This design comes from an exercise in tuning for small area on the open sky130 flow, not from production work. RTL that was checked went through simulation tests only; none was proved equivalent to the original. Power is estimated from default activity; no workload was simulated.

## the baseline
==> module playerMotion, before the edit <==
module playerMotion
#(
   parameter logic [5:0] startTileX = 6'd4,
   parameter logic [5:0] startTileY = 6'd4
)
(
   input  logic       clk,
   input  logic       reset_n,
   input  logic       step,
   input  logic [3:0] keys,
   input  logic [9:0] speed,
   input  logic [9:0] speedNext,
   input  logic       shown,
   output logic [21:0] pos,
   output logic       moving,
   output logic       axisY,
   output logic       negDir
);
   logic [5:0]  tileX;
   logic [5:0]  tileY;
   logic [8:0]  offset;
   logic [8:0]  stride;
   logic        axReg;
   logic        ngReg;
   logic        anyKey;
   logic        keyAxisY;
   logic        keyNeg;
   logic        curAxisY;
   logic        curNeg;
   logic        active;
   logic [10:0] opA;
   logic [10:0] opB;
   logic [10:0] sum;
   logic        done;
   logic        tileInc;
   logic        tileDec;
   logic [5:0]  tileSel;
   logic [5:0]  tileNew;
   assign moving = |offset;
   assign anyKey = |keys;
   assign keyAxisY = keys[3] | keys[2];
   assign keyNeg = keys[3] | (~keys[2] & ~keys[1] & keys[0]);
   assign curAxisY = moving ? axReg : keyAxisY;
   assign curNeg = moving ? ngReg : keyNeg;
   assign active = step & (moving | anyKey);
   assign opA = {1'b0, ~moving & curNeg, offset};
   assign opB = {1'b0, ~moving & speed[9], stride};
   logic [10:0] opBx;
   logic [11:0] cy;
   assign opBx = opB ^ {11{curNeg}};
   assign cy[0] = curNeg;
   genvar i;
   generate
      for (i = 0; i < 11; i++)
      begin : g_add
         assign sum[i] = opA[i] ^ opBx[i] ^ cy[i];
         assign cy[i+1] = (opA[i] & opBx[i]) | (cy[i] & (opA[i] ^ opBx[i]));
      end
   endgenerate
   assign done = sum[10] | sum[9];
   assign tileInc = ~curNeg & done;
   assign tileDec = curNeg & ~moving;
   assign tileSel = curAxisY ? tileY : tileX;
   logic [6:0] tc;
   assign tc[0] = 1'b1;
   generate
      for (i = 0; i < 6; i++)
      begin : g_tile
         assign tc[i+1] = tc[i] & (tileSel[i] ^ tileDec);
      end
   endgenerate
   assign tileNew = tileSel ^ tc[5:0];
   always_ff @(posedge clk)
   begin
      if (!moving && !shown)
      begin
         axReg <= keyAxisY;
         ngReg <= keyNeg;
      end
      if (!moving && !step)
         stride <= speedNext[8:0];
   end
   always_ff @(posedge clk or negedge reset_n)
   begin
      if (!reset_n)
      begin
         tileX <= startTileX;
         tileY <= startTileY;
         offset <= '0;
      end
      else if (active)
      begin
         offset <= done ? 9'd0 : sum[8:0];
         if (tileInc | tileDec)
         begin
            if (curAxisY)
               tileY <= tileNew;
            else
               tileX <= tileNew;
         end
      end
   end
   assign axisY = axReg;
   assign negDir = ngReg;
   assign pos = {tileX, offset[8:4] & {5{~axReg}}, tileY, offset[8:4] & {5{axReg}}};
endmodule
==> module spriteAnimator, before the edit <==
module spriteAnimator
(
   input  logic       clk,
   input  logic       reset_n,
   input  logic       update,
   input  logic       moving,
   input  logic       axisY,
   input  logic       negDir,
   output logic       shown,
   output logic [2:0] sprite
);
   logic phase;
   always_ff @(posedge clk or negedge reset_n)
   begin
      if (!reset_n)
      begin
         shown <= 1'b0;
         phase <= 1'b0;
      end
      else if (update)
      begin
         shown <= moving;
         phase <= moving & ~phase;
      end
   end
   always_comb
   begin
      sprite = 3'd0;
      if (shown)
         case ({axisY, negDir})
            2'b11: sprite = phase ? 3'd1 : 3'd2;
            2'b00: sprite = phase ? 3'd3 : 3'd4;
            2'b01: sprite = phase ? 3'd5 : 3'd6;
            default: sprite = 3'd0;
         endcase
   end
endmodule
==> module gameController, before the edit <==
module gameController
(
   input  logic        clk,
   input  logic        reset_n,
   input  logic        step1,
   input  logic        upd1,
   input  logic        step2,
   input  logic        upd2,
   input  logic [3:0]  pad1,
   input  logic [3:0]  pad2,
   input  logic [9:0]  speed1,
   input  logic [9:0]  speed2,
   input  logic [9:0]  speed1Next,
   input  logic [9:0]  speed2Next,
   output logic [21:0] pos1,
   output logic [21:0] pos2,
   output logic [24:0] view1,
   output logic [24:0] view2
);
   logic moving1, moving2, axis1, axis2, neg1, neg2, shown1, shown2;
   logic [2:0] sprite1, sprite2;
   playerMotion #(.startTileX(6'd4), .startTileY(6'd4)) motion1
   (
      .clk(clk), .reset_n(reset_n), .step(step1), .keys(pad1), .speed(speed1),
      .speedNext(speed1Next), .shown(shown1), .pos(pos1), .moving(moving1), .axisY(axis1), .negDir(neg1)
   );
   playerMotion #(.startTileX(6'd14), .startTileY(6'd14)) motion2
   (
      .clk(clk), .reset_n(reset_n), .step(step2), .keys(pad2), .speed(speed2),
      .speedNext(speed2Next), .shown(shown2), .pos(pos2), .moving(moving2), .axisY(axis2), .negDir(neg2)
   );
   spriteAnimator anim1
   (
      .clk(clk), .reset_n(reset_n), .update(upd1), .moving(moving1), .axisY(axis1),
      .negDir(neg1), .shown(shown1), .sprite(sprite1)
   );
   spriteAnimator anim2
   (
      .clk(clk), .reset_n(reset_n), .update(upd2), .moving(moving2), .axisY(axis2),
      .negDir(neg2), .shown(shown2), .sprite(sprite2)
   );
   assign view1 = {pos1, sprite1};
   assign view2 = {pos2, sprite2};
endmodule
==> flow/config.mk <==
export PLATFORM = sky130hd
export DESIGN_NAME = gameTop
export DESIGN_NICKNAME = gameTop
export VERILOG_FILES = /design/flow/design.v
export SDC_FILE = /design/flow/constraint.sdc
export NUM_CORES = 4
export LEC_CHECK = 0
export CAP_MARGIN = 20
export CORE_MARGIN = 2
export CORE_UTILIZATION = 40
export SLEW_MARGIN = 20
==> flow/constraint.sdc <==
create_clock -name core_clock -period 10.0 [get_ports {clk}]
set_input_delay 2.0000 -clock core_clock [delete_from_list [all_inputs] [get_ports {clk}]]
set_output_delay 2.0000 -clock core_clock [all_outputs]
set_load 0.01 [all_outputs]
standard.sh (not shown) runs the stock make flow with config.mk's settings and CLKGATE_MAP_FILE= SYNTH_SCRIPT=/design/flow/synth_recipe.tcl, a recipe that flattens the netlist after the stock synthesis.
==> flow/flow/run.sh <==
#!/bin/bash
# Standard ORFS layout, with plain buf_1 port buffers and a clock tree built
# from small clock buffers without dummy loads.
bash standard.sh \
  "BUFFER_PORTS_ARGS=-buffer_cell sky130_fd_sc_hd__buf_1" \
  "CTS_ARGS=-sink_clustering_enable -repair_clock_nets -dont_use_dummy_load -sink_clustering_size 10 -buf_list {sky130_fd_sc_hd__clkbuf_2 sky130_fd_sc_hd__clkbuf_4}" \
  finish > standard_run.log 2>&1
## Diff of input files: the candidate against the baseline
-- flow/design.v --
<<< the baseline, line 100
   input  logic [9:0] speed,
   input  logic [9:0] speedNext,
   input  logic       shown,
   output logic [21:0] pos,
   output logic       moving,
>>> the candidate, line 100
   input  logic [9:0] speed,
   input  logic [9:0] speedNext,
   output logic [21:0] pos,
   output logic       moving,
<<< the baseline, line 162
   always_ff @(posedge clk)
   begin
      if (!moving && !shown)
      begin
         axReg <= keyAxisY;
>>> the candidate, line 161
   always_ff @(posedge clk)
   begin
      if (!moving)
      begin
         axReg <= keyAxisY;
<<< the baseline, line 203
   input  logic       axisY,
   input  logic       negDir,
   output logic       shown,
   output logic [2:0] sprite
);
   logic phase;
   always_ff @(posedge clk or negedge reset_n)
   begin
      if (!reset_n)
      begin
         shown <= 1'b0;
         phase <= 1'b0;
      end
      else if (update)
      begin
         shown <= moving;
         phase <= moving & ~phase;
      end
   end
   always_comb
   begin
      sprite = 3'd0;
      if (shown)
         case ({axisY, negDir})
            2'b11: sprite = phase ? 3'd1 : 3'd2;
            2'b00: sprite = phase ? 3'd3 : 3'd4;
            2'b01: sprite = phase ? 3'd5 : 3'd6;
            default: sprite = 3'd0;
         endcase
   end
endmodule
`timescale 1ns/1ps
>>> the candidate, line 202
   input  logic       axisY,
   input  logic       negDir,
   output logic [2:0] sprite
);
   logic [2:0] code;
   logic [2:0] chosen;
   logic       phase;
   assign phase = ~code[0];
   always_comb
   begin
      if (!moving)
         chosen = 3'd0;
      else
         case ({axisY, negDir})
            2'b11: chosen = phase ? 3'd1 : 3'd2;
            2'b10: chosen = phase ? 3'd7 : 3'd0;
            2'b00: chosen = phase ? 3'd3 : 3'd4;
            default: chosen = phase ? 3'd5 : 3'd6;
         endcase
   end
   always_ff @(posedge clk or negedge reset_n)
   begin
      if (!reset_n)
         code <= 3'd0;
      else if (update)
         code <= chosen;
   end
   assign sprite = (code == 3'd7) ? 3'd0 : code;
endmodule
`timescale 1ns/1ps
<<< the baseline, line 252
   output logic [24:0] view2
);
   logic moving1, moving2, axis1, axis2, neg1, neg2, shown1, shown2;
   logic [2:0] sprite1, sprite2;
   playerMotion #(.startTileX(6'd4), .startTileY(6'd4)) motion1
   (
      .clk(clk), .reset_n(reset_n), .step(step1), .keys(pad1), .speed(speed1),
      .speedNext(speed1Next), .shown(shown1), .pos(pos1), .moving(moving1), .axisY(axis1), .negDir(neg1)
   );
   playerMotion #(.startTileX(6'd14), .startTileY(6'd14)) motion2
   (
      .clk(clk), .reset_n(reset_n), .step(step2), .keys(pad2), .speed(speed2),
      .speedNext(speed2Next), .shown(shown2), .pos(pos2), .moving(moving2), .axisY(axis2), .negDir(neg2)
   );
   spriteAnimator anim1
   (
      .clk(clk), .reset_n(reset_n), .update(upd1), .moving(moving1), .axisY(axis1),
      .negDir(neg1), .shown(shown1), .sprite(sprite1)
   );
   spriteAnimator anim2
   (
      .clk(clk), .reset_n(reset_n), .update(upd2), .moving(moving2), .axisY(axis2),
      .negDir(neg2), .shown(shown2), .sprite(sprite2)
   );
   assign view1 = {pos1, sprite1};
>>> the candidate, line 249
   output logic [24:0] view2
);
   logic moving1, moving2, axis1, axis2, neg1, neg2;
   logic [2:0] sprite1, sprite2;
   playerMotion #(.startTileX(6'd4), .startTileY(6'd4)) motion1
   (
      .clk(clk), .reset_n(reset_n), .step(step1), .keys(pad1), .speed(speed1),
      .speedNext(speed1Next), .pos(pos1), .moving(moving1), .axisY(axis1), .negDir(neg1)
   );
   playerMotion #(.startTileX(6'd14), .startTileY(6'd14)) motion2
   (
      .clk(clk), .reset_n(reset_n), .step(step2), .keys(pad2), .speed(speed2),
      .speedNext(speed2Next), .pos(pos2), .moving(moving2), .axisY(axis2), .negDir(neg2)
   );
   spriteAnimator anim1
   (
      .clk(clk), .reset_n(reset_n), .update(upd1), .moving(moving1), .axisY(axis1),
      .negDir(neg1), .sprite(sprite1)
   );
   spriteAnimator anim2
   (
      .clk(clk), .reset_n(reset_n), .update(upd2), .moving(moving2), .axisY(axis2),
      .negDir(neg2), .sprite(sprite2)
   );
   assign view1 = {pos1, sprite1};
## What came out
Going from the baseline to the candidate, total number of multi-input combinational cells shrank slightly. Per the comparison of the candidate with the baseline, total power moved up; overall routing resource usage moved down; number of synthesized flops with an enable pin moved down; area overhead of the layout relative to synthesis moved down.
Function not checked in the baseline: the RTL went through the layout flow alone.

## afterwards: timing with drivers on the ports
How much do the figures lean on ideal ports? The routed layouts below were timed once more, with nothing changed but the port constraints. Step 1 sets driving cells, clkbuf_16 on the clock port and buf_2 on the other inputs (assumed; they add their load-dependent delay and slew). Step 2 moves the port delays by t, midway between the first and last clock arrival at a register: inputs arrive t later, outputs are due t later. That takes back most of the time a late clock gives input paths. Three values: no drivers, after step 1, after step 2; two values: the first two.
run	t, ns	setup WS [ns]	worst setup path at the end
the baseline	0.566	2.381 / 2.381 / 2.158	input to register
the candidate	0.569	2.074 / 2.088 / 1.519	input to register
After both steps setup and hold are still met in every run listed. The setup slack of the candidate, which loses most, moves by +0.014 ns with the drivers and by -0.555 ns with both steps.
